Source: an optimization exercise on an open RTL-to-GDS flow (aim: small area, a short achievable clock period and few clock cycles per item). Production flows keep margins and buffers that such runs may drop.
Function was not checked in any run shown here: the RTL went through the layout flow alone.
Power and IR drop assume default switching activity.

==> design/flow/design.v <==
package csidhPkg;
	localparam int NUM_PRIMES = 130;
	localparam int KEY_W = 4 * NUM_PRIMES;
	localparam int COF_W = 64;
	localparam int DIG_W = 3;
	localparam int NUM_STAGES = (COF_W + DIG_W - 1) / DIG_W;
	localparam int PIPE_W = NUM_STAGES * DIG_W;
	localparam int REM_W = 10;
	localparam logic [COF_W-1:0] COF_ALL = 64'hdbe34c5460e36454;
	localparam int NUM_BUFS = 2;
	localparam int BUF_W = 1;
	localparam int BUF_GAP = NUM_STAGES - 1;
	localparam int REP_GAP = 4;
	localparam int AGE_W = $clog2(BUF_GAP + 1);
	localparam int NUM_CHUNKS = 17;
endpackage
`timescale 1ns/1ns
module exponentBank (
	input logic clk,
	input logic load,
	input logic [csidhPkg::KEY_W-1:0] privateKey,
	input logic [4:0] chunkSel,
	input logic chunkDir,
	output logic [7:0] chunkMatch,
	output logic [7:0] keyChunk0,
	output logic [7:0] keyChunk1,
	output logic [15:0] signChunks01,
	input logic maskDir,
	input logic [7:0] maskLo,
	input logic [7:0] maskHi,
	output logic [csidhPkg::NUM_PRIMES-1:0] mask,
	output logic maskSign
);
	localparam int NP = csidhPkg::NUM_PRIMES;
	logic [NP-1:0] signs;
	logic [8*(csidhPkg::NUM_CHUNKS+2)-1:0] matchAll;
	always_ff @(posedge clk) begin
		if (load) begin
			for (int i = 0; i < NP; i++) begin
				signs[i] <= privateKey[4 * (NP - 1 - i) + 3];
			end
		end
	end
	always_comb begin
		for (int i = 0; i < 8; i++) begin
			keyChunk0[i] = !privateKey[4 * (NP - 1 - i) + 3];
			keyChunk1[i] = !privateKey[4 * (NP - 1 - (i + 8)) + 3];
		end
	end
	assign signChunks01 = signs[15:0];
	always_comb begin
		matchAll = '0;
		matchAll[NP-1:0] = signs ^ {NP{!chunkDir}};
	end
	assign chunkMatch = matchAll[8*chunkSel +: 8];
	always_ff @(posedge clk) begin
		for (int i = 0; i < NP; i++) begin
			mask[i] <= (signs[i] == maskDir) && (8'(i) >= maskLo) && (8'(i) <= maskHi);
		end
		maskSign <= maskDir;
	end
endmodule
`timescale 1ns/1ns
module primeMultiplier (
	input logic [8:0] pHalf,
	input logic [csidhPkg::REM_W-1:0] remS,
	input logic [csidhPkg::REM_W-1:0] remC,
	input logic remCin,
	input logic [csidhPkg::DIG_W-1:0] xDig,
	output logic [csidhPkg::DIG_W-1:0] yDig,
	output logic [csidhPkg::REM_W-1:0] remSOut,
	output logic [csidhPkg::REM_W-1:0] remCOut,
	output logic remCinOut
);
	localparam int DW = csidhPkg::DIG_W;
	localparam int RW = csidhPkg::REM_W;
	localparam int SW = RW + DW;
	logic [9:0] p;
	logic [3:0] inv;
	logic [DW-1:0] t;
	logic [DW-1:0] y;
	logic [SW-1:0] rows [DW];
	logic [SW-1:0] sumS;
	logic [SW-1:0] sumC;
	logic [DW:0] lowSum;
	assign p = {pHalf, 1'b1};
	always_comb begin
		case (p[3:1])
			3'd0: inv = 4'd1;
			3'd1: inv = 4'd11;
			3'd2: inv = 4'd13;
			3'd3: inv = 4'd7;
			3'd4: inv = 4'd9;
			3'd5: inv = 4'd3;
			3'd6: inv = 4'd5;
			default: inv = 4'd15;
		endcase
	end
	logic [DW-1:0] ta;
	logic [DW-1:0] tb;
	logic [DW-1:0] tg;
	logic [DW-1:0] tp;
	logic [DW:0] tc;
	always_comb begin
		ta = xDig ^ ~remS[DW-1:0] ^ ~remC[DW-1:0];
		tb = ((xDig & ~remS[DW-1:0]) | (xDig & ~remC[DW-1:0]) | (~remS[DW-1:0] & ~remC[DW-1:0])) << 1;
		tb[0] = !remCin;
		tg = ta & tb;
		tp = ta ^ tb;
		tc[0] = 1'b1;
		for (int i = 0; i < DW; i++) begin
			logic run;
			tc[i+1] = 1'b0;
			run = 1'b1;
			for (int j = i; j >= 0; j--) begin
				tc[i+1] = tc[i+1] | (run & tg[j]);
				run = run & tp[j];
			end
			tc[i+1] = tc[i+1] | run;
		end
		t = tp ^ tc[DW-1:0];
	end
	assign y[0] = t[0];
	assign y[1] = t[1] ^ (t[0] & inv[1]);
	generate
		if (DW >= 3) begin : g_y2
			assign y[2] = t[2] ^ (t[1] & inv[1]) ^ (t[0] & inv[2]) ^ (t[0] & t[1] & inv[1]);
		end
		if (DW >= 4) begin : g_y3
			logic a, b, c, e;
			assign a = t[2];
			assign b = t[1] & inv[1];
			assign c = t[0] & inv[2];
			assign e = t[0] & t[1] & inv[1];
			assign y[3] = t[3] ^ (t[2] & inv[1]) ^ (t[1] & inv[2]) ^ (t[0] & inv[3]) ^
				((a & b) ^ (a & c) ^ (a & e) ^ (b & c) ^ (b & e) ^ (c & e));
		end
	endgenerate
	assign yDig = y;
	always_comb begin
		for (int j = 0; j < DW; j++) begin
			rows[j] = y[j] ? SW'(p) << j : '0;
		end
		sumS = SW'(remS);
		sumC = SW'(remC);
		for (int j = 0; j < DW; j++) begin
			logic [SW-1:0] a;
			a = sumS;
			sumS = a ^ sumC ^ rows[j];
			sumC = ((a & sumC) | (a & rows[j]) | (sumC & rows[j])) << 1;
			if (j == 0) sumC[0] = remCin;
		end
	end
	always_comb begin
		logic [DW-1:0] lg;
		logic [DW-1:0] lp;
		logic run;
		lg = sumS[DW-1:0] & sumC[DW-1:0];
		lp = sumS[DW-1:0] ^ sumC[DW-1:0];
		lowSum = '0;
		run = 1'b1;
		for (int i = DW - 1; i >= 0; i--) begin
			lowSum[DW] = lowSum[DW] | (run & lg[i]);
			run = run & lp[i];
		end
	end
	assign remSOut = sumS[SW-1:DW];
	assign remCOut = sumC[SW-1:DW];
	assign remCinOut = lowSum[DW];
endmodule
`timescale 1ns/1ns
module cofactorEngine (
	input logic clk,
	input logic rst,
	input logic [7:0] slotIdx,
	input logic slotTake,
	input logic slotFirst,
	input logic slotLast,
	input logic [csidhPkg::BUF_W-1:0] slotBuf,
	output logic [csidhPkg::COF_W-1:0] cofactor,
	output logic repStart,
	output logic preRepStart,
	output logic [csidhPkg::BUF_W-1:0] preRepBuf,
	output logic [csidhPkg::BUF_W-1:0] repBuf,
	output logic lastInFlight
);
	localparam int NS = csidhPkg::NUM_STAGES;
	localparam int DW = csidhPkg::DIG_W;
	localparam int RW = csidhPkg::REM_W;
	localparam int NB = csidhPkg::NUM_BUFS;
	localparam int BW = csidhPkg::BUF_W;
	localparam int PW = csidhPkg::PIPE_W;
	localparam logic [PW-1:0] COF_PAD = PW'(csidhPkg::COF_ALL);
	logic [7:0] dsIdx;
	logic dsTake;
	logic dsFirst;
	logic dsLast;
	logic [BW-1:0] dsBuf;
	logic [8:0] primeHalf;
	logic [9*NS-1:0] stP;
	logic [NS-1:0] stFirst;
	logic [NS-1:0] stLast;
	logic [BW*NS-1:0] stBuf;
	logic [RW*NS-1:0] stRemS;
	logic [RW*NS-1:0] stRemC;
	logic [NS-1:0] stCin;
	logic [PW-1:0] xDigits;
	logic [PW-1:0] yDigits;
	logic [RW*NS-1:0] remSOut;
	logic [RW*NS-1:0] remCOut;
	logic [NS-1:0] cinOut;
	logic [NB*PW-1:0] bufs;
	always_comb begin
		case (dsIdx)
			8'd0: primeHalf = 9'd1;
			8'd1: primeHalf = 9'd2;
			8'd2: primeHalf = 9'd3;
			8'd3: primeHalf = 9'd5;
			8'd4: primeHalf = 9'd6;
			8'd5: primeHalf = 9'd8;
			8'd6: primeHalf = 9'd9;
			8'd7: primeHalf = 9'd11;
			8'd8: primeHalf = 9'd14;
			8'd9: primeHalf = 9'd15;
			8'd10: primeHalf = 9'd18;
			8'd11: primeHalf = 9'd20;
			8'd12: primeHalf = 9'd21;
			8'd13: primeHalf = 9'd23;
			8'd14: primeHalf = 9'd26;
			8'd15: primeHalf = 9'd29;
			8'd16: primeHalf = 9'd30;
			8'd17: primeHalf = 9'd33;
			8'd18: primeHalf = 9'd35;
			8'd19: primeHalf = 9'd36;
			8'd20: primeHalf = 9'd39;
			8'd21: primeHalf = 9'd41;
			8'd22: primeHalf = 9'd44;
			8'd23: primeHalf = 9'd48;
			8'd24: primeHalf = 9'd50;
			8'd25: primeHalf = 9'd51;
			8'd26: primeHalf = 9'd53;
			8'd27: primeHalf = 9'd54;
			8'd28: primeHalf = 9'd56;
			8'd29: primeHalf = 9'd63;
			8'd30: primeHalf = 9'd65;
			8'd31: primeHalf = 9'd68;
			8'd32: primeHalf = 9'd69;
			8'd33: primeHalf = 9'd74;
			8'd34: primeHalf = 9'd75;
			8'd35: primeHalf = 9'd78;
			8'd36: primeHalf = 9'd81;
			8'd37: primeHalf = 9'd83;
			8'd38: primeHalf = 9'd86;
			8'd39: primeHalf = 9'd89;
			8'd40: primeHalf = 9'd90;
			8'd41: primeHalf = 9'd95;
			8'd42: primeHalf = 9'd96;
			8'd43: primeHalf = 9'd98;
			8'd44: primeHalf = 9'd99;
			8'd45: primeHalf = 9'd105;
			8'd46: primeHalf = 9'd111;
			8'd47: primeHalf = 9'd113;
			8'd48: primeHalf = 9'd114;
			8'd49: primeHalf = 9'd116;
			8'd50: primeHalf = 9'd119;
			8'd51: primeHalf = 9'd120;
			8'd52: primeHalf = 9'd125;
			8'd53: primeHalf = 9'd128;
			8'd54: primeHalf = 9'd131;
			8'd55: primeHalf = 9'd134;
			8'd56: primeHalf = 9'd135;
			8'd57: primeHalf = 9'd138;
			8'd58: primeHalf = 9'd140;
			8'd59: primeHalf = 9'd141;
			8'd60: primeHalf = 9'd146;
			8'd61: primeHalf = 9'd153;
			8'd62: primeHalf = 9'd155;
			8'd63: primeHalf = 9'd156;
			8'd64: primeHalf = 9'd158;
			8'd65: primeHalf = 9'd165;
			8'd66: primeHalf = 9'd168;
			8'd67: primeHalf = 9'd173;
			8'd68: primeHalf = 9'd174;
			8'd69: primeHalf = 9'd176;
			8'd70: primeHalf = 9'd179;
			8'd71: primeHalf = 9'd183;
			8'd72: primeHalf = 9'd186;
			8'd73: primeHalf = 9'd189;
			8'd74: primeHalf = 9'd191;
			8'd75: primeHalf = 9'd194;
			8'd76: primeHalf = 9'd198;
			8'd77: primeHalf = 9'd200;
			8'd78: primeHalf = 9'd204;
			8'd79: primeHalf = 9'd209;
			8'd80: primeHalf = 9'd210;
			8'd81: primeHalf = 9'd215;
			8'd82: primeHalf = 9'd216;
			8'd83: primeHalf = 9'd219;
			8'd84: primeHalf = 9'd221;
			8'd85: primeHalf = 9'd224;
			8'd86: primeHalf = 9'd228;
			8'd87: primeHalf = 9'd230;
			8'd88: primeHalf = 9'd231;
			8'd89: primeHalf = 9'd233;
			8'd90: primeHalf = 9'd239;
			8'd91: primeHalf = 9'd243;
			8'd92: primeHalf = 9'd245;
			8'd93: primeHalf = 9'd249;
			8'd94: primeHalf = 9'd251;
			8'd95: primeHalf = 9'd254;
			8'd96: primeHalf = 9'd260;
			8'd97: primeHalf = 9'd261;
			8'd98: primeHalf = 9'd270;
			8'd99: primeHalf = 9'd273;
			8'd100: primeHalf = 9'd278;
			8'd101: primeHalf = 9'd281;
			8'd102: primeHalf = 9'd284;
			8'd103: primeHalf = 9'd285;
			8'd104: primeHalf = 9'd288;
			8'd105: primeHalf = 9'd293;
			8'd106: primeHalf = 9'd296;
			8'd107: primeHalf = 9'd299;
			8'd108: primeHalf = 9'd300;
			8'd109: primeHalf = 9'd303;
			8'd110: primeHalf = 9'd306;
			8'd111: primeHalf = 9'd308;
			8'd112: primeHalf = 9'd309;
			8'd113: primeHalf = 9'd315;
			8'd114: primeHalf = 9'd320;
			8'd115: primeHalf = 9'd321;
			8'd116: primeHalf = 9'd323;
			8'd117: primeHalf = 9'd326;
			8'd118: primeHalf = 9'd329;
			8'd119: primeHalf = 9'd330;
			8'd120: primeHalf = 9'd336;
			8'd121: primeHalf = 9'd338;
			8'd122: primeHalf = 9'd341;
			8'd123: primeHalf = 9'd345;
			8'd124: primeHalf = 9'd350;
			8'd125: primeHalf = 9'd354;
			8'd126: primeHalf = 9'd359;
			8'd127: primeHalf = 9'd363;
			8'd128: primeHalf = 9'd366;
			8'd129: primeHalf = 9'd491;
			default: primeHalf = 9'd0;
		endcase
	end
	genvar d;
	generate
		for (d = 0; d < NS; d++) begin : g_stage
			logic [DW-1:0] xIn;
			logic [RW-1:0] remS;
			logic [RW-1:0] remC;
			logic remCin;
			assign xIn = xDigits[DW*d +: DW];
			if (d == 0) begin : g_first
				assign remS = '0;
				assign remC = '0;
				assign remCin = 1'b0;
			end else begin : g_rest
				assign remS = stRemS[RW*d +: RW];
				assign remC = stRemC[RW*d +: RW];
				assign remCin = stCin[d];
			end
			primeMultiplier stage_i (
				.pHalf(stP[9*d +: 9]),
				.remS(remS),
				.remC(remC),
				.remCin(remCin),
				.xDig(xIn),
				.yDig(yDigits[DW*d +: DW]),
				.remSOut(remSOut[RW*d +: RW]),
				.remCOut(remCOut[RW*d +: RW]),
				.remCinOut(cinOut[d])
			);
		end
	endgenerate
	always_ff @(posedge clk) begin
		dsIdx <= slotIdx;
		dsTake <= slotTake;
		dsFirst <= slotFirst;
		dsBuf <= slotBuf;
		stP <= {stP[9*(NS-1)-1:0], dsTake ? primeHalf : 9'd0};
		stFirst <= {stFirst[NS-2:0], dsFirst};
		stBuf <= {stBuf[BW*(NS-1)-1:0], dsBuf};
		stRemS <= {remSOut[RW*(NS-1)-1:0], {RW{1'b0}}};
		stRemC <= {remCOut[RW*(NS-1)-1:0], {RW{1'b0}}};
		stCin <= {cinOut[NS-2:0], 1'b0};
		for (int i = 0; i < NS; i++) begin
			if (i == 0 ? dsFirst : stFirst[i-1]) begin
				xDigits[DW*i +: DW] <= COF_PAD[DW*i +: DW];
			end else begin
				xDigits[DW*i +: DW] <= yDigits[DW*i +: DW];
			end
		end
		for (int i = 0; i < NS; i++) begin
			for (int b = 0; b < NB; b++) begin
				if (stLast[i] && stBuf[BW*i +: BW] == BW'(b)) begin
					bufs[PW*b + DW*i +: DW] <= yDigits[DW*i +: DW];
				end
			end
		end
		if (rst) begin
			dsLast <= 1'b0;
			stLast <= '0;
		end else begin
			dsLast <= slotLast;
			stLast <= {stLast[NS-2:0], dsLast};
		end
	end
	always_ff @(posedge clk) begin
		if (repStart) begin
			for (int b = 0; b < NB; b++) begin
				if (repBuf == BW'(b)) cofactor <= bufs[PW*b +: csidhPkg::COF_W];
			end
			cofactor[csidhPkg::COF_W-1:DW*(NS-1)] <= yDigits[csidhPkg::COF_W-1:DW*(NS-1)];
		end
	end
	assign repStart = stLast[NS-1];
	assign preRepStart = stLast[NS-2];
	assign preRepBuf = stBuf[BW*(NS-2) +: BW];
	assign repBuf = stBuf[BW*(NS-1) +: BW];
	assign lastInFlight = dsLast || |stLast;
endmodule
`timescale 1ns/1ns
module batchSequencer (
	input logic clk,
	input logic rst,
	input logic start,
	output logic busy,
	output logic load,
	output logic [4:0] chunkSel,
	output logic chunkDir,
	input logic [7:0] chunkMatch,
	input logic [7:0] keyChunk0,
	input logic [7:0] keyChunk1,
	input logic [15:0] signChunks01,
	output logic [7:0] slotIdx,
	output logic slotTake,
	output logic slotFirst,
	output logic slotLast,
	output logic [csidhPkg::BUF_W-1:0] slotBuf,
	input logic repStart,
	input logic preRepStart,
	input logic [csidhPkg::BUF_W-1:0] preRepBuf,
	input logic [csidhPkg::BUF_W-1:0] repBuf,
	input logic lastInFlight,
	output logic maskDir,
	output logic [7:0] maskLo,
	output logic [7:0] maskHi,
	output logic batchValid,
	output logic done
);
	localparam int NB = csidhPkg::NUM_BUFS;
	localparam int BW = csidhPkg::BUF_W;
	localparam int AW = csidhPkg::AGE_W;
	localparam logic [2:0] ST_IDLE = 3'd0;
	localparam logic [2:0] ST_SCAN = 3'd1;
	localparam logic [2:0] ST_PAD = 3'd2;
	localparam logic [2:0] ST_FIN = 3'd3;
	localparam logic [2:0] ST_DONE = 3'd4;
	logic [2:0] state;
	logic dir;
	logic [4:0] chunk;
	logic [7:0] chunkBits;
	logic [7:0] nextBits;
	logic [3:0] members;
	logic newBatch;
	logic [BW-1:0] wrBuf;
	logic phaseFirst;
	logic metaDir [NB];
	logic metaFirst [NB];
	logic [7:0] metaHi [NB];
	logic [AW-1:0] bufAge [NB];
	logic [2:0] repAge;
	logic [2:0] repCnt;
	logic repDir;
	logic [7:0] repLo;
	logic [7:0] repHi;
	logic has;
	logic [2:0] pick;
	logic [7:0] rest;
	logic [7:0] idx;
	logic full;
	logic exhausted;
	logic open_;
	logic endOk;
	logic take;
	logic endNow;
	logic needPad;
	logic switchDir;
	logic [BW-1:0] wrBufNext;
	logic [2:0] stateNext;
	logic busyQ;
	logic doneQ;
	logic validQ;
	assign busy = busyQ;
	assign load = start && !busyQ;
	assign done = doneQ;
	assign batchValid = validQ;
	assign maskDir = repDir;
	assign maskLo = repLo;
	assign maskHi = repHi;
	always_comb begin
		has = chunkBits != 8'd0;
		pick = 3'd0;
		for (int i = 7; i >= 0; i--) begin
			if (chunkBits[i]) pick = 3'(i);
		end
		rest = chunkBits & (chunkBits - 8'd1);
		idx = {chunk[4:0], pick};
	end
	always_comb begin
		wrBufNext = (wrBuf == BW'(NB - 1)) ? '0 : wrBuf + 1'b1;
		endOk = bufAge[wrBuf] == AW'(csidhPkg::BUF_GAP) && repAge == 3'(csidhPkg::REP_GAP);
		full = has && members == 4'd15;
		take = has && (!full || endOk);
		exhausted = chunk == 5'(csidhPkg::NUM_CHUNKS - 1) && (!has || (take && rest == 8'd0));
		open_ = members != 4'd0 || take;
		endNow = (full && endOk) || (exhausted && open_ && endOk);
		needPad = exhausted && open_ && !endOk;
		switchDir = state == ST_SCAN && exhausted && !needPad || state == ST_PAD && endOk;
	end
	assign chunkSel = chunk + 5'd2;
	assign chunkDir = dir;
	always_comb begin
		stateNext = state;
		case (state)
			ST_IDLE, ST_DONE: stateNext = start ? ST_SCAN : ST_IDLE;
			ST_SCAN: begin
				if (exhausted) begin
					if (needPad) stateNext = ST_PAD;
					else if (dir) stateNext = ST_FIN;
				end
			end
			ST_PAD: begin
				if (endOk) stateNext = dir ? ST_FIN : ST_SCAN;
			end
			ST_FIN: begin
				if (!lastInFlight && repCnt <= 3'd1) stateNext = ST_DONE;
			end
			default: stateNext = ST_IDLE;
		endcase
	end
	always_comb begin
		slotIdx = idx;
		slotTake = 1'b0;
		slotFirst = 1'b0;
		slotLast = 1'b0;
		slotBuf = wrBuf;
		if (state == ST_SCAN) begin
			slotTake = take;
			slotFirst = newBatch;
			slotLast = endNow;
		end else if (state == ST_PAD) begin
			slotLast = endOk;
		end
	end
	always_ff @(posedge clk) begin
		for (int b = 0; b < NB; b++) begin
			if (bufAge[b] != AW'(csidhPkg::BUF_GAP)) bufAge[b] <= bufAge[b] + 1'b1;
		end
		if (repAge != 3'(csidhPkg::REP_GAP)) repAge <= repAge + 3'd1;
		if (slotLast && !rst) begin
			bufAge[wrBuf] <= '0;
			repAge <= 3'd0;
			metaDir[wrBuf] <= dir;
			metaFirst[wrBuf] <= phaseFirst;
			phaseFirst <= 1'b0;
			metaHi[wrBuf] <= (state == ST_SCAN && full) ? idx : 8'd255;
			wrBuf <= wrBufNext;
		end
		if (rst) begin
			state <= ST_IDLE;
			busyQ <= 1'b0;
			doneQ <= 1'b0;
			validQ <= 1'b0;
			repCnt <= 3'd0;
			wrBuf <= '0;
			for (int b = 0; b < NB; b++) begin
				bufAge[b] <= AW'(csidhPkg::BUF_GAP);
			end
			repAge <= 3'(csidhPkg::REP_GAP);
		end else begin
			state <= stateNext;
			busyQ <= stateNext == ST_SCAN || stateNext == ST_PAD || stateNext == ST_FIN;
			doneQ <= stateNext == ST_DONE;
			validQ <= repStart || repCnt > 3'd1;
			if (preRepStart) begin
				repDir <= metaDir[preRepBuf];
				repLo <= metaFirst[preRepBuf] ? 8'd0 : repHi + 8'd1;
				repHi <= metaHi[preRepBuf];
			end
			if (repStart) begin
				repCnt <= 3'd5;
			end else if (repCnt != 3'd0) begin
				repCnt <= repCnt - 3'd1;
			end
			case (state)
				ST_IDLE, ST_DONE: begin
					if (start) begin
						dir <= 1'b0;
						chunk <= 5'd0;
						chunkBits <= keyChunk0;
						nextBits <= keyChunk1;
						members <= 4'd0;
						newBatch <= 1'b1;
						phaseFirst <= 1'b1;
					end
				end
				ST_SCAN: begin
					if (endNow) begin
						newBatch <= 1'b1;
						members <= 4'd0;
					end else begin
						newBatch <= 1'b0;
						if (take) members <= members + 4'd1;
					end
					if (exhausted) begin
						if (needPad) begin
						end else if (!dir) begin
							dir <= 1'b1;
							chunk <= 5'd0;
							chunkBits <= signChunks01[7:0];
							nextBits <= signChunks01[15:8];
							phaseFirst <= 1'b1;
						end else begin
						end
					end else if (!has || (take && rest == 8'd0)) begin
						chunk <= chunk + 5'd1;
						chunkBits <= nextBits;
						nextBits <= chunkMatch;
					end else if (take) begin
						chunkBits <= rest;
					end
				end
				ST_PAD: begin
					if (endOk) begin
						newBatch <= 1'b1;
						members <= 4'd0;
						if (!dir) begin
							dir <= 1'b1;
							chunk <= 5'd0;
							chunkBits <= signChunks01[7:0];
							nextBits <= signChunks01[15:8];
							phaseFirst <= 1'b1;
						end else begin
						end
					end
				end
				ST_FIN: begin
					if (!lastInFlight && repCnt <= 3'd1) begin
					end
				end
				default: begin
				end
			endcase
		end
	end
endmodule
`timescale 1ns/1ns
module csidhScheduler (
	input logic clk,
	input logic rst,
	input logic start,
	input logic [csidhPkg::KEY_W-1:0] privateKey,
	output logic busy,
	output logic batchValid,
	output logic batchSign,
	output logic done,
	output logic [csidhPkg::NUM_PRIMES-1:0] batchMask,
	output logic [csidhPkg::COF_W-1:0] cofactor
);
	logic load;
	logic [4:0] chunkSel;
	logic chunkDir;
	logic [7:0] chunkMatch;
	logic [7:0] keyChunk0;
	logic [7:0] keyChunk1;
	logic [15:0] signChunks01;
	logic maskDir;
	logic [7:0] maskLo;
	logic [7:0] maskHi;
	logic [7:0] slotIdx;
	logic slotTake;
	logic slotFirst;
	logic slotLast;
	logic [csidhPkg::BUF_W-1:0] slotBuf;
	logic repStart;
	logic preRepStart;
	logic [csidhPkg::BUF_W-1:0] preRepBuf;
	logic [csidhPkg::BUF_W-1:0] repBuf;
	logic lastInFlight;
	exponentBank bank_i (
		.clk(clk),
		.load(load),
		.privateKey(privateKey),
		.chunkSel(chunkSel),
		.chunkDir(chunkDir),
		.chunkMatch(chunkMatch),
		.keyChunk0(keyChunk0),
		.keyChunk1(keyChunk1),
		.signChunks01(signChunks01),
		.maskDir(maskDir),
		.maskLo(maskLo),
		.maskHi(maskHi),
		.mask(batchMask),
		.maskSign(batchSign)
	);
	batchSequencer seq_i (
		.clk(clk),
		.rst(rst),
		.start(start),
		.busy(busy),
		.load(load),
		.chunkSel(chunkSel),
		.chunkDir(chunkDir),
		.chunkMatch(chunkMatch),
		.keyChunk0(keyChunk0),
		.keyChunk1(keyChunk1),
		.signChunks01(signChunks01),
		.slotIdx(slotIdx),
		.slotTake(slotTake),
		.slotFirst(slotFirst),
		.slotLast(slotLast),
		.slotBuf(slotBuf),
		.repStart(repStart),
		.preRepStart(preRepStart),
		.preRepBuf(preRepBuf),
		.repBuf(repBuf),
		.lastInFlight(lastInFlight),
		.maskDir(maskDir),
		.maskLo(maskLo),
		.maskHi(maskHi),
		.batchValid(batchValid),
		.done(done)
	);
	cofactorEngine cof_i (
		.clk(clk),
		.rst(rst),
		.slotIdx(slotIdx),
		.slotTake(slotTake),
		.slotFirst(slotFirst),
		.slotLast(slotLast),
		.slotBuf(slotBuf),
		.cofactor(cofactor),
		.repStart(repStart),
		.preRepStart(preRepStart),
		.preRepBuf(preRepBuf),
		.repBuf(repBuf),
		.lastInFlight(lastInFlight)
	);
endmodule
==> design/flow/run.sh <==
#!/bin/bash
# synth_recipe.tcl (not shown) runs the flow's synth.tcl, then flattens the netlist and writes it again
# the make line also repeats each setting of config.mk as NAME=value (left out here)
make -C /OpenROAD-flow-scripts/flow DESIGN_CONFIG=/design/flow/config.mk WORK_HOME=/design/flow/orfs CLKGATE_MAP_FILE= SYNTH_SCRIPT=/design/flow/synth_recipe.tcl finish
==> design/flow/config.mk <==
export PLATFORM = sky130hd
export DESIGN_NAME = csidhScheduler
export DESIGN_NICKNAME = csidhScheduler
export VERILOG_FILES = /design/flow/design.v
export SDC_FILE = /design/flow/constraint.sdc
export NUM_CORES = 4
export LEC_CHECK = 0
export CAP_MARGIN = 20
export CORE_MARGIN = 2
export CORE_UTILIZATION = 40
export SETUP_SLACK_MARGIN = 5.0
export SLEW_MARGIN = 20
==> design/flow/constraint.sdc <==
create_clock -name core_clock -period 8.0 [get_ports {clk}]
set_input_delay 1.6000 -clock core_clock [delete_from_list [all_inputs] [get_ports {clk}]]
set_output_delay 1.6000 -clock core_clock [all_outputs]
set_load 0.01 [all_outputs]
==> results.txt, run 1 <==
* Synth Area in XOR/XNOR at 4.59%
* Leakage at 28.6 nW
* WL per Instance at 19.8 um
* Clock root cell: clkbuf_16
* Internal power at 15.9 mW
* Sequential-to-total area share from yosys stat at 49.5%
* Flops & latches, synth at 1205
* WS Path Type: reg2reg
* Critical-path maximum fanout at 13
* Vias in the first global route at 35400
* Max Cap Viol at 0
* Status: no timing/DRC/antenna violations
* Clk pwr share at 25.2%
* Total routed wirelength at 144 mm
* Post-Synth Simple-Gate Area at 11.1%
* Syn-to-layout area delta at 22.4%
* Worst EP arrival at 3670 ps
* Area share of fa/ha/maj cells after synthesis at 19.6%
* Die W at 380 um
* CTS tree: yes
* Final setup viols at 0
* Ys async rst share at 0%
* Total track usage at 19.0%
* Global-route wire length before repair at 211 mm
* Initial antenna violation count at 22
* Nets at 6371
* Dominant cell type by area after synthesis: dfxtp_1
* Grt total ovfl at 0
* CTS max path bufs at 3
* Most used routing layer: met2
* Die Y at 380 um
* Total number of vias at 35600
* Total power at 24.6 mW
* Count leader, synth: dfxtp_1
* DRT Pass-1 Iters at 7
* Switch share at 35.3%
* Top-Level Pins at 721
* Top cells by count, synth: dfxtp_1, inv_1, fa_1
* Clk Latency, worst-skew pair at 770 ps
* Synth Instances at 4790
* Distinct cells, synth at 88
* Top_reg_cell synth: dfxtp_1
* Hold_ws at 345 ps
* RSZ-0062 raised after global routing: true
* Flop pwr share at 31.9%
* Post-synth EDFFs at 381
* HP Class: reg2reg
* Yosys warns at 5
* Core Rows at 137
* Post-route minimum period at 3090 ps
* Grt met2 use at 29.6%
* Avg Cell Area, Syn at 11.8 um^2
* Max H-tree Level at 4
* I/O Buffers at 329
* Final Non-Filler Cells at 7279
* Hold Buf Count CTS at 0
* GP Congestion at 0.932
* Switching power at 8.68 mW
* Logic pwr share at 42.9%
* Drc violations at 0
* Mux contribution to synthesized area at 3.82%
* Cells after DPL at 6839
* Worst vdd ir at 0.253 mV
* Die area at 144000 um^2
* Drt via density at 4.89
* Worst slew pin tran at 1060 ps
* Drt first-iter violations at 2583
* Setup TNS at 0 ps
* Layout cells sized above 1 at 18.9%
* Ranking of synthesized cells by area: dfxtp_1, edfxtp_1, fa_1, inv_1, and2_1
* Post-route ant nets at 0
* Critical Path Start Type: register
* Met3 Use GR at 3.58%
* Yosys top cell area share at 29.2%
* Synthesized cell area at 56400 um^2
* Relative slew slack at 27.2%
* Highest clock rate at 0.324 GHz
* Sinks on Clock Net at 1205
* Period utilisation layout at 38.6%
* Starting Density at 40.4%
* Combinational family with the most area after synthesis: adder cells
* Clock Skew at 32.2 ps
* Critical Path RT at 8580 ps
* Slew Limit Fails at 0
* Placed wire-length estimate at 102 mm
* Final hold violations at 0
* CTS clk-pin slew, worst paths at 60 ps
* Critical path endpoint category: register
* Number of buffers created by CTS at 133
* Met1 usage at 26.0%
* CORE AREA at 140000 um^2
* Pwr/cell area at 356 nW/um^2
* Synth Area in Compound Gates at 5.38%
* Largest net degree at the start of global routing at 132
==> worst max-delay path, cell delays in order (launching register included) <==
cell and delay [ps]:
edfxtp_1 650, inv_1 330, ha_2 470, nor2_1 140, inv_1 70, a21oi_1 260
a2111oi_1 980
==> placed cells by master, fill, tap and decap left out, types with 131 or more instances in the layout <==
cell type and instances:
clkbuf_16 137, edfxtp_1 381, inv_1 644, a21oi_1 158, and2_1 309, xor2_1 131, nor2b_1 131, dfxtp_1 757
buf_4 159, nand2_1 274, nor2_1 156, clkdlybuf4s50_1 131, fa_1 462
==> path summary, 6_finish.rpt <==
path	depth (start not counted)	end	startpoint	slack, ps
worst max-delay path	6	bank_i.mask[22]	seq_i.repHi[0]	4910
worst min-delay path	0	cof_i.stBuf[0]	cof_i.dsBuf	340
worst max register to register	6	bank_i.mask[22]	seq_i.repHi[0]	4910
worst min register to register	0	cof_i.stBuf[0]	cof_i.dsBuf	340
==> flip-flops by register name, indices dropped and copies added, names as in the netlist, 16 cells and up, named ones only <==
name / flops
cof_i.stLast: 22
cof_i.stP: 180
bank_i.mask: 130
cof_i.stFirst: 21
cof_i.stRemC: 174
seq_i.metaHi: 16
cof_i.xDigits: 63
cof_i.bufs: 124
cof_i.stRemS: 174
bank_i.signs: 130
cof_i.stBuf: 22
cof_i.cofactor: 63
==> final cells by class <==
cell class | instances | area, um^2
antenna | 6 | 15.0
clock buffer | 176 | 3760
clock inverter | 70 | 752
fill | 12500 | 70800
inverter | 676 | 2550
multi-input combinational | 2730 | 26800
sequential | 1205 | 28100
tap | 1876 | 2350
timing repair buffer | 540 | 4790
==> layer usage <==
layer	share of wire, %	vias to the layer above	wire length (um)
li1	-	16400	-
met1	44	17800	63300
met2	46	1100	65800
met3	6.1	278	8820
met4	4.3	2	6250
met5	0.0090	-	13
==> kinds of logic (layout without fill, tap and decap cells) <==
family,after synthesis,after routing
xor+xnor,296,314
simple gates,1184,1184
buf+inv,874,1462
flops,1205,1205
other cells,1,8
fa+ha+maj,603,603
compound gates,478,478
mux,149,149
==> through the flow <==
step           instance area (um^2)  util (%)  setup slack [ps]
6_report                      69100      49.4              4910
3_3_place_gp                  61600      44.1              4080
5_1_grt                       69100      49.4              4930
4_1_cts                       67000      47.9              4990
3_5_place_dp                  61600      44.1              4060
2_1_floorplan                 56500         -              4060
==> power groups by stage <==
| stage | sequential, mW | clock (mW) | combinational, mW |
|---|---|---|---|
| 2_1_floorplan | 7.84 | 0 | 4.85 |
| 3_3_place_gp | 7.96 | 0 | 6.45 |
| 3_5_place_dp | 7.98 | 0 | 6.64 |
| 4_1_cts | 7.84 | 6.34 | 7.81 |
| 5_1_grt | 7.94 | 6.58 | 11.7 |
| 6_report | 7.86 | 6.19 | 10.6 |
==> timing repair <==
item	CTS	global route
setup endpoints to repair	661	351
cloned	3	20
pin swaps	36	100
gates resized for setup	719	239
buffers inserted	43	121
==> run 2: changes to the inputs <==
--- a/design/flow/config.mk
+++ b/design/flow/config.mk
@@ -8,5 +8,7 @@
 export CAP_MARGIN = 20
 export CORE_MARGIN = 2
 export CORE_UTILIZATION = 40
+export CTS_CLUSTER_DIAMETER = 60
+export CTS_CLUSTER_SIZE = 30
 export SETUP_SLACK_MARGIN = 5.0
 export SLEW_MARGIN = 20
==> results.txt, run 2 <==
* Clock Skew at 66.7 ps (+34.5 ps)
* Grt total ovfl at 0 (unchanged)
* Worst setup margin at 4970 ps (+62.0 ps)
* Filler cells at 12500 (+0.39%)
* CP cell instances: inv_1, ha_2, nor2_1, inv_1, a21oi_1, a21oi_1
* Flop pwr share at 32.4% (+0.5 points)
* Clk pwr share at 23.5% (-1.7 points)
* HP Start: cof_i.stBuf[6]
* Drc violations at 0 (unchanged)
* Largest register FFs at 180 (unchanged)
* Delay of the slowest cell on the worst path at 770 ps (-210 ps)
* Total power at 24.2 mW (-1.6%)
* Yosys warns at 5 (unchanged)
* Status: no timing/DRC/antenna violations
* Max H-tree Level at 3 (-1)
* WL per Instance at 19.9 um (+0.43%)
* Die Y at 380 um (unchanged)
* Area after DPL at 61600 um^2 (unchanged)
* Post-route minimum period at 3030 ps (-62.0 ps)
* FF-to-FF path depth at 6 (unchanged)
* Total routed wirelength at 144 mm (-0.22%)
* Biggest regs: cof_i.stP: 180 flops, cof_i.stRemC: 174 flops, cof_i.stRemS: 174 flops
* Die W at 380 um (unchanged)
* Ranking of synthesized cells by area: dfxtp_1, edfxtp_1, fa_1, inv_1, and2_1
* Critical Path RT at 8580 ps (about the same)
* Leakage at 28.3 nW (-1.1%)
* Core Rows at 137 (unchanged)
* Starting Density at 40.4% (unchanged)
* Max Cap Viol at 0 (unchanged)
* Synthesized cell area at 56400 um^2 (unchanged)
* Global-route wire length before repair at 210 mm (-0.28%)
* Post-route cell area at 68600 um^2 (-0.63%)
* Final hold violations at 0 (unchanged)
* Pwr/cell area at 353 nW/um^2 (-0.95%)
* Period utilisation layout at 37.8% (-0.78 points)
* Worst slew pin tran at 990 ps (-74.3 ps)
* WS Path Type: reg2reg
* Slowest cell on crit path: a21oi_1
* Most common cell after layout, fill and taps aside: dfxtp_1
* Drt first-iter violations at 2543 (-1.5%)
* Core Util, Final at 49.1% (-0.31 points)
* CORE AREA at 140000 um^2 (unchanged)
* Ys async rst share at 0% (unchanged)
* I/O Buffers at 329 (unchanged)
* Top cells by count, synth: dfxtp_1, inv_1, fa_1
* Clock root cell: clkbuf_16
* Reg2reg start: seq_i.repHi[0]
* Worst EP arrival at 3610 ps (-60 ps)
* Sinks on Clock Net at 1205 (unchanged)
* Count leader, synth: dfxtp_1
* GP Congestion at 0.932 (unchanged)
* Total track usage at 19.0% (-0.067 points)
* Reg2Reg Setup Slack at 4970 ps (+60 ps)
* Most frequent cells in the layout: dfxtp_1, inv_1, fa_1, edfxtp_1, and2_1
* Top_reg_cell synth: dfxtp_1
* Sequential-to-total area share from yosys stat at 49.5% (unchanged)
* Critical path endpoint category: register
* Cells after DPL at 6839 (unchanged)
* Post-route ant nets at 0 (unchanged)
* Critical Path Start Type: register
* Highest clock rate at 0.330 GHz (+2.0%)
* Dominant cell type by area after synthesis: dfxtp_1
* Final setup viols at 0 (unchanged)
* Initial antenna violation count at 22 (unchanged)
* CTS clk-pin slew, worst paths at 90 ps (+30 ps)
* Nets at 6348 (-0.36%)
* Placed wire-length estimate at 102 mm (unchanged)
* Setup TNS at 0 ps (unchanged)
* Logic pwr share at 44.1% (+1.2 points)
* Flops & latches, synth at 1205 (unchanged)
* Drt via density at 4.88 (-0.18%)
* Post-synth EDFFs at 381 (unchanged)
* RSZ-0062 raised after global routing: true
* Largest net degree at the start of global routing at 132 (unchanged)
* Hold_ws at 346 ps (+1.56 ps)
* Vias in the first global route at 34900 (-1.4%)
* Hold Buf Count CTS at 0 (unchanged)
* R2r endpoint: bank_i.mask[6]
* Final Non-Filler Cells at 7232 (-0.65%)
* Crit path capture: bank_i.mask[6]
* Yosys top cell area share at 29.2% (unchanged)
* Avg Cell Area, Syn at 11.8 um^2 (unchanged)
* Internal power at 15.2 mW (-4.5%)
* DP Worst Slack at 4060 ps (unchanged)
* Layout cells sized above 1 at 20.2% (+1.3 points)
* Die area at 144000 um^2 (unchanged)
* Slew Limit Fails at 0 (unchanged)
* Switch share at 37.2% (+1.9 points)
* Distinct cells, synth at 88 (unchanged)
* Total number of vias at 35300 (-0.82%)
* HP Class: reg2reg
* Synth Instances at 4790 (unchanged)
* CTS tree: yes
* Switching power at 9.01 mW (+3.8%)
* Relative slew slack at 32.3% (+5.1 points)
* Worst vdd ir at 0.277 mV (+9.5%)
* Largest Register: cof_i.stP
* DRT Pass-1 Iters at 6 (-1)
* Number of buffers created by CTS at 103 (-23%)
* Clk Latency, worst-skew pair at 770 ps (about the same)
* Top-Level Pins at 721 (unchanged)
* CTS max path bufs at 3 (unchanged)
* Critical-path maximum fanout at 13 (unchanged)
* Syn-to-layout area delta at 21.6%
* Worst Setup SP: seq_i.repHi[0]
## run 2: cell types whose count changed in the layout (fill, tap and decap cells not counted), sizes merged
cell,change
xor2,-2
clkbuf,-50
dlygate4sd2,-30
clkinvlp,-6
buf,+18
diode,-4
inv,+39
bufinv,-5
clkdlybuf4s15,+1
clkinv,-8
## run 2: worst min path at each step
| stage | depth (start not counted) | end | slack [ps] |
|---|---|---|---|
| after CTS | 0 | cof_i.stBuf[7] | 340 |
| final | 0 | cof_i.stBuf[7] | 350 |
| after global placement | 0 | cof_i.stBuf[0] | 320 |
| after global routing | 0 | cof_i.stP[161] | 350 |
| after detailed placement | 0 | cof_i.stBuf[0] | 320 |
| after floorplan | 0 | cof_i.stBuf[0] | 310 |
## run 2: timing repair
| item | 4_1_cts | 5_1_grt |
|---|---|---|
| pin swaps | 37 | 114 |
| buffers inserted | 58 | 113 |
| resized for setup | 783 | 284 |
| gates cloned | 6 | 17 |
| endpoints found under the hold margin | 0 | 0 |
| setup endpoints to repair | 662 | 381 |
## run 2: critical path, delay by kind of cell, from the launching register on
| family | cells | cell delay [ps] |
|---|---|---|
| compound gates | 2 | 1070 |
| flops | 1 | 740 |
| simple gates | 1 | 270 |
| buf+inv | 2 | 370 |
| fa+ha+maj | 1 | 400 |
## run 2: logic make-up after synthesis
group	after synthesis	synth area share [%]
simple gates	1184	11.1
other cells	1	0.00664
xor+xnor	296	4.59
flops	1205	49.5
fa+ha+maj	603	19.6
buf+inv	874	5.99
mux	149	3.82
compound gates	478	5.38
## run 2: final cells by class
type / instances / area, um^2 / share of cell area (%)
flip-flops and latches: 1205 / 28100 / 40.9
multi-input cells: 2728 / 26700 / 38.9
repair buffers: 549 / 4900 / 7.14
clock buffers: 106 / 2620 / 3.82
inverters: 676 / 2550 / 3.72
well taps: 1876 / 2350 / 3.42
clock inverters: 90 / 1420 / 2.06
diodes: 2 / 5.00 / 0.00729
## run 2: layer usage
layer  global-route usage (%)  wire (um)
met5                        0         21
met4                     7.42       5320
met3                     3.56       9510
met2                     30.0      66400
met1                     25.9      62600
## run 2: power groups by stage
stage | Sequential, mW | Clock, mW | Combinational, mW
after floorplan | 7.84 | 0 | 4.85
after global placement | 7.96 | 0 | 6.45
after detailed placement | 7.98 | 0 | 6.64
after CTS | 7.83 | 5.84 | 8.16
after global routing | 7.94 | 6.08 | 11.8
final | 7.85 | 5.69 | 10.7
==> run 3: changes to the inputs <==
--- a/design/flow/config.mk
+++ b/design/flow/config.mk
@@ -8,7 +8,7 @@
 export CAP_MARGIN = 20
 export CORE_MARGIN = 2
 export CORE_UTILIZATION = 40
-export CTS_CLUSTER_DIAMETER = 60
-export CTS_CLUSTER_SIZE = 30
+export CTS_CLUSTER_DIAMETER = 100
+export CTS_CLUSTER_SIZE = 20
 export SETUP_SLACK_MARGIN = 5.0
 export SLEW_MARGIN = 20
==> results.txt, run 3 <==
* Worst setup margin at 4840 ps (-134 ps)
* Final Non-Filler Cells at 7141 (-1.3%)
* Critical path endpoint category: register
* CORE AREA at 140000 um^2 (unchanged)
* GP Congestion at 0.932 (unchanged)
* HP Class: reg2reg
* Placed wire-length estimate at 102 mm (unchanged)
* Critical-path maximum fanout at 13 (unchanged)
* Drc violations at 0 (unchanged)
* Leakage at 27.7 nW (-2.1%)
* Largest register FFs at 180 (unchanged)
* Top_reg_cell synth: dfxtp_1
* Yosys top cell area share at 29.2% (unchanged)
* Hold Buf Count CTS at 0 (unchanged)
* Synth Instances at 4790 (unchanged)
* Post-route minimum period at 3160 ps (+134 ps)
* Ys async rst share at 0% (unchanged)
* Drt first-iter violations at 2637 (+3.7%)
* Setup TNS at 0 ps (unchanged)
* Avg Cell Area, Syn at 11.8 um^2 (unchanged)
* Top-Level Pins at 721 (unchanged)
* Initial antenna violation count at 20 (-9.1%)
* Max Cap Viol at 0 (unchanged)
* Biggest regs: cof_i.stP: 180 flops, cof_i.stRemC: 174 flops, cof_i.stRemS: 174 flops
* Slew Limit Fails at 0 (unchanged)
* Worst slew pin tran at 1030 ps (+43.8 ps)
* Post-synth EDFFs at 381 (unchanged)
* Delay of the slowest cell on the worst path at 990 ps (+220 ps)
* Worst vdd ir at 0.235 mV (-15%)
* Most common cell after layout, fill and taps aside: dfxtp_1
* Syn-to-layout area delta at 18.2%
* Final hold violations at 0 (unchanged)
* Layout cells sized above 1 at 14.6% (-5.6 points)
* Critical Path Start Type: register
* Count leader, synth: dfxtp_1
* Worst EP arrival at 3650 ps (+40 ps)
* Yosys warns at 5 (unchanged)
* Largest Register: cof_i.stP
* Hold_ws at 346 ps (-0.308 ps)
* Total number of vias at 35000 (-0.75%)
* Total power at 22.1 mW (-8.9%)
* Flops & latches, synth at 1205 (unchanged)
* Relative slew slack at 29.3% (-3.0 points)
* CP cell instances: inv_1, ha_2, nor2_1, inv_1, a21oi_1, a2111oi_1
* Clock root cell: clkbuf_16
* Total routed wirelength at 142 mm (-1.3%)
* Final setup viols at 0 (unchanged)
* Sinks on Clock Net at 1205 (unchanged)
* WS Path Type: reg2reg
* Pwr/cell area at 331 nW/um^2 (-6.3%)
* Sequential-to-total area share from yosys stat at 49.5% (unchanged)
* Die W at 380 um (unchanged)
* Post-route ant nets at 0 (unchanged)
* Highest clock rate at 0.316 GHz (-4.2%)
* Clock Skew at 35.5 ps (-31.3 ps)
* Cells after DPL at 6839 (unchanged)
* Global-route wire length before repair at 208 mm (-1.4%)
* CTS clk-pin slew, worst paths at 90 ps (about the same)
* Distinct cells, synth at 88 (unchanged)
* Total track usage at 18.7% (-0.30 points)
* Core Rows at 137 (unchanged)
* WL per Instance at 19.9 um (about the same)
* Slowest cell on crit path: a2111oi_1
* RSZ-0062 raised after global routing: true
* CP dominant cell by count: inv_1
* Filler cells at 12800 (+2.0%)
* Die Y at 380 um (unchanged)
* Nets at 6305 (-0.68%)
* CTS tree: yes
* Ranking of synthesized cells by area: dfxtp_1, edfxtp_1, fa_1, inv_1, and2_1
* Grt total ovfl at 0 (unchanged)
* Max H-tree Level at 3 (unchanged)
* Starting Density at 40.4% (unchanged)
* Die area at 144000 um^2 (unchanged)
* Period utilisation layout at 39.5% (+1.7 points)
* CTS max path bufs at 3 (unchanged)
* Largest net degree at the start of global routing at 132 (unchanged)
* Critical Path RT at 8490 ps (-90 ps)
* I/O Buffers at 329 (unchanged)
* Number of buffers created by CTS at 71 (-31%)
* CP bufs+invs at 2 (unchanged)
* DP Worst Slack at 4060 ps (unchanged)
* Most frequent cells in the layout: dfxtp_1, inv_1, fa_1, edfxtp_1, and2_1
* Crit path max-delay family: compound AO/OA/AOI/OAI gates
* Synthesized cell area at 56400 um^2 (unchanged)
* Top cells by count, synth: dfxtp_1, inv_1, fa_1
* Status: no timing/DRC/antenna violations
* DRT Pass-1 Iters at 6 (unchanged)
* Vias in the first global route at 34500 (-1.0%)
* Dominant cell type by area after synthesis: dfxtp_1
* Clk Latency, worst-skew pair at 700 ps (-70 ps)
* Drt via density at 4.90 (+0.51%)
-- run 3: cells by family after synthesis --
group	after synthesis	synth area share (%)
other cells	1	0.00664
mux	149	3.82
compound gates	478	5.38
flops	1205	49.5
xor+xnor	296	4.59
buf+inv	874	5.99
fa+ha+maj	603	19.6
simple gates	1184	11.1
-- run 3: worst paths after layout --
| check | startpoint | to | slack (ps) | depth (start not counted) |
|---|---|---|---|---|
| hold reg to reg | cof_i.stBuf[6] | cof_i.stBuf[7] | 350 | 0 |
| setup reg to reg | seq_i.repHi[0] | bank_i.mask[22] | 4840 | 6 |
| hold / removal | cof_i.stBuf[6] | cof_i.stBuf[7] | 350 | 0 |
| setup / recovery | seq_i.repHi[0] | bank_i.mask[22] | 4840 | 6 |
-- run 3: worst register-to-register path, cell delays in order, from the launching register on --
cell and delay (ps):
edfxtp_1 660, inv_1 330, ha_2 470, nor2_1 160, inv_1 80, a21oi_1 270, a2111oi_1 1000
-- run 3: metrics by stage --
| stage | utilization [%] | area [um^2] |
|---|---|---|
| CTS | 46.2 | 64700 |
| global placement | 44.1 | 61600 |
| global route | 47.7 | 66700 |
| detailed placement | 44.1 | 61600 |
| finish | 47.7 | 66700 |
| floorplan | - | 56500 |
-- run 3: power breakdown --
part           switching [mW]  total, mW  internal, mW
clock network            2.03       3.76          1.73
logic                    5.58       10.5          4.88
registers               0.463       7.85          7.39
total                    8.07       22.1          14.0
-- run 3: layer usage --
layer,wire length [um],global-route usage (%),up-vias
li1,-,-,16200
met1,62300,25.6,17500
met2,65100,29.7,1031
met3,9210,3.08,224
met4,5270,7.22,4
met5,21,0,-
-- run 3: area by class of cell --
| type | instances | area [um^2] | area share, % |
|---|---|---|---|
| Sequential cell | 1205 | 28000 | 42.0 |
| Multi-Input combinational cell | 2726 | 26700 | 40.0 |
| Timing Repair Buffer | 540 | 5060 | 7.58 |
| Inverter | 676 | 2550 | 3.82 |
| Tap cell | 1876 | 2350 | 3.52 |
| Clock buffer | 104 | 1930 | 2.90 |
| Clock inverter | 10 | 110 | 0.165 |
| Antenna cell | 4 | 10.0 | 0.0150 |
-- run 3: what timing repair did --
item	4_1_cts	5_1_grt
setup endpoints to repair	662	451
hold endpoints to repair	0	0
setup buffers	46	118
resized for setup	374	245
cloned	3	16
pin swaps	33	105
==> run 4: changes to the inputs <==
--- a/design/flow/config.mk
+++ b/design/flow/config.mk
@@ -8,7 +8,7 @@
 export CAP_MARGIN = 20
 export CORE_MARGIN = 2
 export CORE_UTILIZATION = 40
-export CTS_CLUSTER_DIAMETER = 100
-export CTS_CLUSTER_SIZE = 20
+export CTS_CLUSTER_DIAMETER = 90
+export CTS_CLUSTER_SIZE = 24
 export SETUP_SLACK_MARGIN = 5.0
 export SLEW_MARGIN = 20
==> results.txt, run 4 <==
* Status: no timing/DRC/antenna violations
* Clock Skew at 67.0 ps (+31.6 ps)
* Placed wire-length estimate at 102 mm (unchanged)
* Top_reg_cell synth: dfxtp_1
* Layout cells sized above 1 at 15.6% (+1.1 points)
* Post-Synth Simple-Gate Area at 11.1% (unchanged)
* Count leader, synth: dfxtp_1
* Die area at 144000 um^2 (unchanged)
* Final hold violations at 0 (unchanged)
* Drt first-iter violations at 2685 (+1.8%)
* Post-route ant nets at 0 (unchanged)
* Total number of vias at 34900 (-0.21%)
* Global-route wire length before repair at 207 mm (-0.19%)
* Critical path endpoint category: register
* Reg2Reg Setup Slack at 4870 ps (+30 ps)
* CORE AREA at 140000 um^2 (unchanged)
* Final setup viols at 0 (unchanged)
* Total routed wirelength at 142 mm (about the same)
* Cells after DPL at 6839 (unchanged)
* Total track usage at 18.6% (-0.12 points)
* Max Cap Viol at 0 (unchanged)
* Critical Path Start Type: register
* Flops & latches, synth at 1205 (unchanged)
* Die W at 380 um (unchanged)
* WS Path Type: reg2reg
* Leakage at 27.3 nW (-1.3%)
* Highest clock rate at 0.320 GHz (+1.1%)
* Clk Latency, worst-skew pair at 750 ps (+50 ps)
* GP Congestion at 0.932 (unchanged)
* Area share of fa/ha/maj cells after synthesis at 19.6% (unchanged)
* Post-route minimum period at 3130 ps (-33.2 ps)
* Largest Register: cof_i.stP
* Avg Cell Area, Syn at 11.8 um^2 (unchanged)
* Die Y at 380 um (unchanged)
* Core Rows at 137 (unchanged)
* Biggest regs: cof_i.stP: 180 flops, cof_i.stRemC: 174 flops, cof_i.stRemS: 174 flops
* Worst Setup SP: seq_i.repHi[0]
* I/O Buffers at 329 (unchanged)
* DP Worst Slack at 4060 ps (unchanged)
* FF-to-FF path depth at 6 (unchanged)
* Post-synth EDFFs at 381 (unchanged)
* R2r endpoint: bank_i.mask[22]
* Period utilisation layout at 39.1% (-0.41 points)
* Drc violations at 0 (unchanged)
* Critical Path RT at 8540 ps (+50 ps)
* Dominant cell type by area after synthesis: dfxtp_1
* Most common cell after layout, fill and taps aside: dfxtp_1
* Nets at 6292 (-0.21%)
* Relative slew slack at 24.4% (-4.9 points)
* Vias in the first global route at 34400 (-0.30%)
* Initial antenna violation count at 18 (-10%)
* Largest register FFs at 180 (unchanged)
* Worst EP arrival at 3670 ps (+20 ps)
* Worst slew pin tran at 1110 ps (+71.5 ps)
* Yosys top cell area share at 29.2% (unchanged)
* Max H-tree Level at 2 (-1)
* Combinational family with the most area after synthesis: adder cells
* Synth Area in Compound Gates at 5.38% (unchanged)
* Reg2reg start: seq_i.repHi[0]
* Distinct cells, synth at 88 (unchanged)
* Worst vdd ir at 0.263 mV (+12%)
* Ys async rst share at 0% (unchanged)
* CTS max path bufs at 3 (unchanged)
* Hold_ws at 347 ps (+1.34 ps)
* Sinks on Clock Net at 1205 (unchanged)
* Synth Instances at 4790 (unchanged)
* Synth Area in XOR/XNOR at 4.59% (unchanged)
* CTS clk-pin slew, worst paths at 100 ps (about the same)
* Clock root cell: clkbuf_16
* Hold Path Depth at 0 (unchanged)
* Sequential-to-total area share from yosys stat at 49.5% (unchanged)
* CTS tree: yes
* Total power at 21.9 mW (-0.96%)
* Top-Level Pins at 721 (unchanged)
* Most frequent cells in the layout: dfxtp_1, inv_1, fa_1, edfxtp_1, and2_1
* Slew Limit Fails at 0 (unchanged)
* Starting Density at 40.4% (unchanged)
* Setup TNS at 0 ps (unchanged)
* Worst setup margin at 4870 ps (+33.2 ps)
* Mux contribution to synthesized area at 3.82% (unchanged)
* Drt via density at 4.91 (about the same)
* Pwr/cell area at 329 nW/um^2 (-0.64%)
* Final Non-Filler Cells at 7122 (-0.27%)
* Crit path capture: bank_i.mask[22]
* HP Class: reg2reg
* Grt total ovfl at 0 (unchanged)
* Largest net degree at the start of global routing at 132 (unchanged)
* Yosys warns at 5 (unchanged)
* Number of buffers created by CTS at 58 (-18%)
* WL per Instance at 19.9 um (+0.31%)
* Synthesized cell area at 56400 um^2 (unchanged)
* Ranking of synthesized cells by area: dfxtp_1, edfxtp_1, fa_1, inv_1, and2_1
* Critical-path maximum fanout at 13 (unchanged)
* DRT Pass-1 Iters at 5 (-1)
* Syn-to-layout area delta at 17.8%
* Top cells by count, synth: dfxtp_1, inv_1, fa_1
* RSZ-0062 raised after global routing: true
-- run 4: cell counts after synthesis --
Identical to the previous run, type by type.
-- run 4: worst min path at each step --
stage                              start             end  slack [ps]
after floorplan              cof_i.dsBuf  cof_i.stBuf[0]         310
after global placement       cof_i.dsBuf  cof_i.stBuf[0]         320
after detailed placement     cof_i.dsBuf  cof_i.stBuf[0]         320
after CTS                 cof_i.stBuf[6]  cof_i.stBuf[7]         340
after global routing         cof_i.dsBuf  cof_i.stBuf[0]         360
final                     cof_i.stBuf[6]  cof_i.stBuf[7]         350
-- run 4: metrics by stage --
step	cell area, um^2	util, %
2_1_floorplan	56500	-
3_3_place_gp	61600	44.1
3_5_place_dp	61600	44.1
4_1_cts	64400	46.1
5_1_grt	66500	47.5
6_report	66500	47.5
-- run 4: cells by family after synthesis --
kind of cell	Yosys count
DFF	1205
and+or+nand+nor	1184
buffers and inverters	874
adders and majority gates	603
AOI/OAI and AO/OA	478
xor gates and xnor gates	296
muxes	149
other	1
-- run 4: worst max-delay path, cell delays in order, from the launching register on --
cell	delay, ps
edfxtp_1	670
inv_1	330
ha_2	460
nor2_1	150
inv_1	80
a21oi_1	260
a2111oi_1	980
-- run 4: layer usage --
layer / global-route usage [%] / share of wire [%] / up-vias
li1: - / - / 16200
met2: 29.3 / 46 / 1027
met4: 6.97 / 3.8 / 4
met3: 2.95 / 6.2 / 220
met5: 0 / 0.019 / -
met1: 25.8 / 44 / 17500
-- run 4: final cells by class --
type,instances,area (um^2)
Fill cell,12700,73400
Sequential cell,1205,28100
Multi-Input combinational cell,2729,26700
Timing Repair Buffer,537,5060
Inverter,676,2550
Tap cell,1876,2350
Clock buffer,87,1570
Clock inverter,11,145
Antenna cell,1,2.50
-- run 4: where the power goes --
part | leakage (nW) | internal [mW] | switching, mW | total, mW
logic | 16.2 | 4.95 | 5.66 | 10.6
registers | 10.2 | 7.39 | 0.460 | 7.85
clock network | 0.835 | 1.42 | 1.98 | 3.40
total | 27.3 | 13.8 | 8.10 | 21.9
-- run 4: what timing repair did --
item	CTS	global route
hold buffers	0	0
gates cloned	3	19
pin swaps	35	108
endpoints found under the setup margin	664	361
setup buffers	45	116
resized for setup	532	272
==> run 5: changes to the inputs <==
--- a/design/flow/config.mk
+++ b/design/flow/config.mk
@@ -7,7 +7,7 @@
 export LEC_CHECK = 0
 export CAP_MARGIN = 20
 export CORE_MARGIN = 2
-export CORE_UTILIZATION = 40
+export CORE_UTILIZATION = 45
 export CTS_CLUSTER_DIAMETER = 90
 export CTS_CLUSTER_SIZE = 24
 export SETUP_SLACK_MARGIN = 5.0
==> results.txt, run 5 <==
* Max H-tree Level at 2 (unchanged)
* Flop pwr share at 37.2% (+1.3 points)
* Worst EP arrival at 3720 ps (+50 ps)
* Internal power at 13.3 mW (-3.2%)
* R2r endpoint: bank_i.mask[20]
* Post-route ant nets at 0 (unchanged)
* Status: no timing/DRC/antenna violations
* Synth Instances at 4790 (unchanged)
* Reg2reg start: seq_i.repLo[0]
* WS Path Type: reg2reg
* Highest clock rate at 0.312 GHz (-2.4%)
* Grt total ovfl at 0 (unchanged)
* Top cells by count, synth: dfxtp_1, inv_1, fa_1
* Clock Skew at 35.0 ps (-32.0 ps)
* Core Util, Final at 53.0% (+5.4 points)
* DRT Pass-1 Iters at 6 (+1)
* Vias in the first global route at 34300 (-0.40%)
* Starting Density at 45.5% (+5.1 points)
* Drt via density at 5.05 (+2.9%)
* Global-route wire length before repair at 204 mm (-1.6%)
* Count leader, synth: dfxtp_1
* Top-Level Pins at 721 (unchanged)
* Clk pwr share at 16.6% (+1.1 points)
* Reg2Reg Setup Slack at 4800 ps (-80 ps)
* Post-synth EDFFs at 381 (unchanged)
* Area share of fa/ha/maj cells after synthesis at 19.6% (unchanged)
* Clock root cell: clkbuf_16
* Logic pwr share at 46.2% (-2.4 points)
* Largest net degree at the start of global routing at 132 (unchanged)
* Filler cells at 10800 (-15%)
* Die area at 128000 um^2 (-11%)
* Die W at 358 um (-5.7%)
* Sinks on Clock Net at 1205 (unchanged)
* Area of the multi-input gates at 26400 um^2 (-1.2%)
* Slowest cell on crit path: a2111oi_1
* Critical-path maximum fanout at 11 (-2)
* Final setup viols at 0 (unchanged)
* Avg Cell Area, Syn at 11.8 um^2 (unchanged)
* Period utilisation layout at 40.1% (+0.96 points)
* Worst slew pin tran at 1110 ps (+7.67 ps)
* Leakage at 27.3 nW (about the same)
* HP Start: cof_i.dsBuf
* Critical path endpoint category: register
* Top_reg_cell synth: dfxtp_1
* Relative slew slack at 23.9% (-0.52 points)
* Clk Latency, worst-skew pair at 720 ps (-30 ps)
* Ranking of synthesized cells by area: dfxtp_1, edfxtp_1, fa_1, inv_1, and2_1
* Critical Path Start Type: register
* CTS tree: yes
* CP cell instances: or2_2, a21oi_1, inv_1, a2111oi_1
* Pwr/cell area at 321 nW/um^2 (-2.4%)
* Total number of vias at 34700 (-0.62%)
* Hold EP: cof_i.stBuf[0]
* CTS max path bufs at 3 (unchanged)
* Drc violations at 0 (unchanged)
* Post-route minimum period at 3200 ps (+76.5 ps)
* Combinational family with the most area after synthesis: adder cells
* Hold Path Depth at 0 (unchanged)
* I/O Buffers at 329 (unchanged)
* Sequential-to-total area share from yosys stat at 49.5% (unchanged)
* Flops & latches, synth at 1205 (unchanged)
* Initial antenna violation count at 12 (-6)
* Synth Area in Compound Gates at 5.38% (unchanged)
* Most frequent cells in the layout: dfxtp_1, inv_1, fa_1, edfxtp_1, and2_1
* Switching power at 7.77 mW (-4.1%)
* Ys async rst share at 0% (unchanged)
* Mux contribution to synthesized area at 3.82% (unchanged)
* Yosys top cell area share at 29.2% (unchanged)
* Worst vdd ir at 0.322 mV (+23%)
* Max Cap Viol at 0 (unchanged)
* Setup TNS at 0 ps (unchanged)
* Number of buffers created by CTS at 60 (+3.4%)
* Largest Register: cof_i.stP
* Distinct cells, synth at 88 (unchanged)
* Synth Area in XOR/XNOR at 4.59% (unchanged)
* Biggest regs: cof_i.stP: 180 flops, cof_i.stRemC: 174 flops, cof_i.stRemS: 174 flops
* Synthesized cell area at 56400 um^2 (unchanged)
* Post-Synth Simple-Gate Area at 11.1% (unchanged)
* Total routed wirelength at 137 mm (-3.2%)
* Dominant cell type by area after synthesis: dfxtp_1
* Delay of the slowest cell on the worst path at 1000 ps (+20 ps)
* Critical Path RT at 8510 ps (-30 ps)
* Largest register FFs at 180 (unchanged)
* Nets at 6279 (-0.21%)
* Slew Limit Fails at 0 (unchanged)
* GP Congestion at 0.954 (+2.4%)
* Total track usage at 20.6% (+2.1 points)
* Register Area at 28000 um^2 (-0.25%)
* Die Y at 358 um (-5.7%)
* CTS clk-pin slew, worst paths at 100 ps (about the same)
* FF-to-FF path depth at 4 (-2)
* Placed wire-length estimate at 98.4 mm (-3.2%)
* Layout cells sized above 1 at 13.5% (-2.1 points)
* Core Rows at 129 (-5.8%)
* Switch share at 36.8% (-0.22 points)
* Hold Buf Count CTS at 0 (unchanged)
* Most common cell after layout, fill and taps aside: dfxtp_1
* Final hold violations at 0 (unchanged)
* WL per Instance at 20.0 um (+0.25%)
* Yosys warns at 5 (unchanged)
* CORE AREA at 124000 um^2 (-11%)
* Syn-to-layout area delta at 16.4%
* Drt first-iter violations at 2537 (-5.5%)
* RSZ-0062 raised after global routing: true
* HP Class: reg2reg
* Total power at 21.1 mW (-3.6%)
[run 5: through the flow]
stage	setup slack, ps	instances	hold slack (ps)	area, um^2
floorplan	4060	4791	310	56500
global placement	3690	6606	320	61400
detailed placement	3640	6608	318	61400
CTS	4990	6753	352	64000
global route	4940	6876	366	65700
finish	4800	6878	349	65700
[run 5: cell families (layout without fill, tap and decap cells)]
group,count (synthesis),in the layout
and+or+nand+nor,1184,1185
xor gates and xnor gates,296,307
AOI/OAI and AO/OA,478,478
buffers and inverters,874,1310
DFF,1205,1205
other,1,4
muxes,149,149
adders and majority gates,603,603
[run 5: how the worst max path moves through the flow]
stage / slack (ps) / startpoint / endpoint / cells after the start
5_1_grt: 4940 / cof_i.stRemC[140] / cof_i.stRemS[150] / 10
3_3_place_gp: 3690 / start / bank_i.signs[77] / 4
6_report: 4800 / seq_i.repLo[0] / bank_i.mask[20] / 4
2_1_floorplan: 4060 / start / bank_i.signs[0] / 2
3_5_place_dp: 3640 / start / bank_i.signs[81] / 4
4_1_cts: 4990 / cof_i.stRemC[20] / cof_i.stRemS[34] / 8
[run 5: cell type report]
type,count,share of cell area [%]
flip-flops and latches,1205,42.6
multi-input cells,2724,40.2
repair buffers,527,7.41
inverters,676,3.88
well taps,1637,3.12
clock buffers,93,2.52
clock inverters,14,0.246
diodes,2,0.00761
[run 5: per-layer routing]
layer	part of all wire, %	up-vias	GRT usage (%)
met4	3.9	2	7.72
met5	0.010	-	0
li1	-	16100	-
met1	45	17200	29.7
met3	6.8	227	3.13
met2	45	1104	31.7
[run 5: worst max-delay path, delay by kind of cell (launching register included)]
kind | cells | cell delay (ps)
compound gates | 2 | 1640
flops | 1 | 650
simple gates | 1 | 480
buf+inv | 1 | 220
[run 5: power by group through the flow]
stage	clock network, mW	logic (mW)	registers (mW)
6_report	3.50	9.73	7.85
2_1_floorplan	0	4.85	7.84
4_1_cts	3.61	7.60	7.83
3_3_place_gp	0	6.48	7.96
5_1_grt	3.82	10.9	7.94
3_5_place_dp	0	6.68	7.98
[run 5: repair_timing]
| item | CTS | global route |
|---|---|---|
| buffers inserted | 36 | 110 |
| hold endpoints to repair | 0 | 0 |
| endpoints found under the setup margin | 697 | 356 |
| gates resized for setup | 424 | 199 |
| pin swaps | 30 | 83 |
| gates cloned | 2 | 13 |

## static timing again, ports no longer ideal
How much do the figures lean on ideal ports? The routed layouts below were timed once more, with nothing changed but the port constraints.
Step 1 assumes that a clkbuf_16 drives the clock port and a buf_2 every other input.
Step 2 moves the port delays by t, midway between the first and last clock arrival at a register: inputs arrive t later, outputs are due t later. That takes back most of the time a late clock gives input paths.
Three values: ideal, step 1, step 2; two values: the first two.
| run | t (ns) | slack for setup (ns) | worst setup path after step 2 | pins driven straight from the clock port |
|---|---|---|---|---|
| run 1 | 0.837 | 4.911 / 4.911 / 4.283 | input to register | 1 |
| run 2 | 0.820 | 4.973 / 4.968 / 4.282 | input to register | 1 |
| run 3 | 0.752 | 4.839 / 4.839 / 4.350 | input to register | 1 |
| run 4 | 0.786 | 4.872 / 4.872 / 4.299 | input to register | 1 |
| run 5 | 0.780 | 4.795 / 4.795 / 4.306 | input to register | 1 |
After both steps setup and hold are still met in every run listed. For run 2, which loses most, drivers alone change the setup slack by -0.005 ns; drivers and shift together by -0.691 ns.
